Context: an optimization exercise on an open-source flow, tuned for small area, a short achievable clock period and few clock cycles per item. The choices shown serve that exercise and are no tape-out recipe.
Power figures rest on the tool's default switching activity, not on a simulated workload.

== before ==
// icmp4_to_icmp6_header_translate
module icmp4_to_icmp6_header_translate
#(
  parameter int PLATEAU_SLOTS = i46_pkg::PLATEAU_SLOTS_DEF
) (
  input  logic                  clk_i,
  input  logic                  rst_ni,
  input  logic                  cfg_we_i,
  input  logic [i46_pkg::CFG_IDX_W-1:0]  cfg_idx_i,
  input  logic [i46_pkg::CFG_DATA_W-1:0] cfg_data_i,
  input  logic                  in_valid_i,
  output logic                  in_ready_o,
  input  logic [7:0]            in_icmp4_type_i,
  input  logic [7:0]            in_icmp4_code_i,
  input  logic [31:0]           in_icmp4_rest_i,
  input  logic [15:0]           in_echo_identifier_i,
  input  logic [15:0]           in_inner_total_length_i,
  input  logic [15:0]           in_out_link_mtu_i,
  input  logic [15:0]           in_in_link_mtu_i,
  output logic                  out_valid_o,
  input  logic                  out_ready_i,
  output logic                  out_verdict_o,
  output logic                  out_is_error_message_o,
  output logic [7:0]            out_msg6_type_o,
  output logic [7:0]            out_msg6_code_o,
  output logic [31:0]           out_icmp6_rest_o
);
For scale: ~1,700 cells after synthesis, roughly 370 flip-flops, roughly 20,000 sq um of cells after synthesis.
==> flow/config.mk <==
export PLATFORM = sky130hd
export DESIGN_NAME = icmp4_to_icmp6_header_translate
export DESIGN_NICKNAME = icmp4_to_icmp6_header_translate
export VERILOG_FILES = /design/flow/design.v
export SDC_FILE = /design/flow/constraint.sdc
export NUM_CORES = 4
export LEC_CHECK = 0
export CAP_MARGIN = 20
export CORE_MARGIN = 2
export CORE_UTILIZATION = 40
export CTS_BUF_LIST = sky130_fd_sc_hd__clkbuf_8
export SETUP_SLACK_MARGIN = 2.95
export SLEW_MARGIN = 20
==> flow/constraint.sdc <==
create_clock -name core_clock -period 5.5 [get_ports {clk_i}]
set_input_delay 1.1000 -clock core_clock [delete_from_list [all_inputs] [get_ports {clk_i}]]
set_output_delay 1.1000 -clock core_clock [all_outputs]
set_load 0.01 [all_outputs]
standard.sh (not shown) runs the stock make flow with config.mk's settings and CLKGATE_MAP_FILE= SYNTH_SCRIPT=/design/flow/synth_recipe.tcl, a recipe that flattens the netlist after the stock synthesis.
==> flow/flow/run.sh <==
#!/bin/bash
# The standard layout, with plain buffers on the ports instead of the
# delay buffers buffer_ports picks by default, and a clock tree with larger
# sink clusters and no dummy loads.
set -euo pipefail
export BUFFER_PORTS_ARGS="-buffer_cell sky130_fd_sc_hd__buf_1"
export CTS_ARGS="-sink_clustering_enable -repair_clock_nets -dont_use_dummy_load -buf_list sky130_fd_sc_hd__clkbuf_16 -sink_clustering_size 20 -sink_clustering_max_diameter 80"
bash standard.sh > standard.log 2>&1
Input-level comparison between after and before:
-- flow/design.v --
<<< before, line 302
  end
  logic [3:0]        k2_q;
  logic [15:0]       a2_d, a2_q, b2_d, b2_q;
  logic [16:0]       c2_d, c2_q;
  logic [15:0]       plat, lnk, lnk_m20;
  logic              lnk_low, lnk_ok;
  logic              frag1;
  i46_plateau_pick #(
    .PLATEAU_SLOTS (PLATEAU_SLOTS)
>>> after, line 302
  end
  logic [3:0]        k2_q;
  logic [15:0]       a2_d, a2_q, b2_d, b2_q, b2_other;
  logic [16:0]       c2_d, c2_q;
  logic [15:0]       plat, lnk, lnk_m20;
  logic              lnk_low, lnk_ok;
  logic              frag1, sel_plat;
  i46_plateau_pick #(
    .PLATEAU_SLOTS (PLATEAU_SLOTS)
<<< before, line 320
  assign lnk_ok  = raise_q || sel4_q || (a1_q >= 16'd20);
  assign frag1   = (k1_q == K_FRAG);
  assign a2_d = frag1 ? (lnk_low ? MIN_MTU6 : lnk) : a1_q;
  assign b2_d = (frag1 && (b1_q == '0)) ? plat : b1_q;
  assign c2_d = {lnk_ok, lnk_low ? 16'd1260 : lnk_m20};
  always_ff @(posedge clk_i) begin
    if (v1_q && rdy2) begin
>>> after, line 320
  assign lnk_ok  = raise_q || sel4_q || (a1_q >= 16'd20);
  assign frag1   = (k1_q == K_FRAG);
  always_comb begin
    case (k1_q)
      K_ECHO_REQ, K_ECHO_REP: a2_d = b1_q;
      K_FRAG:                 a2_d = lnk_low ? MIN_MTU6 : lnk;
      K_PROTO:                a2_d = {8'b0, PTR6_NEXT_HDR};
      K_PARAM:                a2_d = a1_q;
      default:                a2_d = '0;
    endcase
  end
  assign sel_plat = frag1 && (b1_q == '0);
  assign b2_other = frag1 ? b1_q : a1_q;
  assign b2_d     = sel_plat ? plat : b2_other;
  assign c2_d     = {frag1 && lnk_ok, lnk_low ? 16'd1260 : lnk_m20};
  always_ff @(posedge clk_i) begin
    if (v1_q && rdy2) begin
<<< before, line 332
  end
  i46_pkg::i46_s3_t  s3_d, s3_q;
  logic [SLOT_W-1:0] pkt_fl, mtu;
  logic              use_pkt;
  assign pkt_fl  = (raise_q && (b2_q < 16'd1260)) ? MIN_MTU6 : (b2_q + 16'd20);
  assign use_pkt = c2_q[16] && (b2_q < c2_q[15:0]);
  assign mtu     = use_pkt ? pkt_fl : a2_q;
  always_comb begin
    s3_d = '0;
    case (k2_q)
      K_ECHO_REQ: begin
        s3_d.msg6_type  = ICMP6_ECHO_REQUEST;
        s3_d.icmp6_rest = {a2_q, b2_q};
      end
      K_ECHO_REP: begin
        s3_d.msg6_type  = ICMP6_ECHO_REPLY;
        s3_d.icmp6_rest = {a2_q, b2_q};
      end
      K_NO_ROUTE: begin
>>> after, line 342
  end
  i46_pkg::i46_s3_t  s3_d, s3_q;
  logic [SLOT_W-1:0] pkt_fl;
  logic              use_pkt;
  assign pkt_fl  = (raise_q && (b2_q < 16'd1260)) ? MIN_MTU6 : (b2_q + 16'd20);
  assign use_pkt = c2_q[16] && (b2_q < c2_q[15:0]);
  always_comb begin
    s3_d = '0;
    s3_d.icmp6_rest[15:0] = use_pkt ? pkt_fl : a2_q;
    case (k2_q)
      K_ECHO_REQ: begin
        s3_d.msg6_type         = ICMP6_ECHO_REQUEST;
        s3_d.icmp6_rest[31:16] = b2_q;
      end
      K_ECHO_REP: begin
        s3_d.msg6_type         = ICMP6_ECHO_REPLY;
        s3_d.icmp6_rest[31:16] = b2_q;
      end
      K_NO_ROUTE: begin
<<< before, line 357
        s3_d.msg6_type        = ICMP6_PARAM_PROBLEM;
        s3_d.msg6_code        = PP6_NEXT_HDR;
        s3_d.icmp6_rest       = {24'b0, PTR6_NEXT_HDR};
      end
      K_PORT: begin
>>> after, line 367
        s3_d.msg6_type        = ICMP6_PARAM_PROBLEM;
        s3_d.msg6_code        = PP6_NEXT_HDR;
      end
      K_PORT: begin
<<< before, line 367
        s3_d.is_error_message = 1'b1;
        s3_d.msg6_type        = ICMP6_PKT_TOO_BIG;
        s3_d.icmp6_rest       = {16'b0, mtu};
      end
      K_ADMIN: begin
>>> after, line 376
        s3_d.is_error_message = 1'b1;
        s3_d.msg6_type        = ICMP6_PKT_TOO_BIG;
      end
      K_ADMIN: begin
<<< before, line 377
        s3_d.is_error_message = 1'b1;
        s3_d.msg6_type        = ICMP6_TIME_EXCEEDED;
        s3_d.msg6_code        = a2_q[7:0];
      end
      K_PARAM: begin
>>> after, line 385
        s3_d.is_error_message = 1'b1;
        s3_d.msg6_type        = ICMP6_TIME_EXCEEDED;
        s3_d.msg6_code        = b2_q[7:0];
      end
      K_PARAM: begin
<<< before, line 383
        s3_d.msg6_type        = ICMP6_PARAM_PROBLEM;
        s3_d.msg6_code        = PP6_HDR_FIELD;
        s3_d.icmp6_rest       = {24'b0, a2_q[7:0]};
      end
      default: begin
>>> after, line 391
        s3_d.msg6_type        = ICMP6_PARAM_PROBLEM;
        s3_d.msg6_code        = PP6_HDR_FIELD;
      end
      default: begin
Notes after the runs:
Every stage of the flow completed for after, and the final layout passed the timing, DRC and antenna checks. Looking at number of gates resized after cts across after and before, the one that comes out lower is after. after vs before — required time reported for the critical path endpoint rose 130 ps. Compared with before, in after post-place instance area has increased; power in combinational cells decreased by about 10% relative to the old numbers; die area climbed about 0.7%. On standard-cell row count: between after and before, it ends up lower for before. Compared with before, after shows a maximum frequency that is 14 MHz lower. Relative to before, power has decreased by about 2% in after. Via count of the first global-routing pass (lower): after. In the metrics for after and before, the one carrying the higher post-route cell area is after. In the reports for after and before, the smaller critical path depth belongs to before. Diff before -> after | die outline width | up slightly. Against before, after reports a area growth from synthesis to final layout that is lower. Against before, met2 wire length in after fell by a little under 10%.
No functional check of the RTL was part of any run of this note.

re-timing with driven ports:
How much do the figures lean on ideal ports? The routed layouts below were timed once more, with nothing changed but the port constraints.
Step 1 sets driving cells, clkbuf_16 on the clock port and buf_2 on the other inputs (assumed; they add their load-dependent delay and slew).
Step 2 moves the port delays by t, midway between the first and last clock arrival at a register: inputs arrive t later, outputs are due t later. That takes back most of the time a late clock gives input paths.
Three values: no drivers, after step 1, after step 2; two values: the first two.
run	t, ns	setup slack, ns	worst setup path at the end
before	0.612	2.877 / 2.911 / 2.299	input to register
after	0.603	2.777 / 2.759 / 2.156	input to register
After both steps setup and hold are still met in every run listed. For after, which loses most, drivers alone change the setup slack by -0.018 ns; drivers and shift together by -0.621 ns.
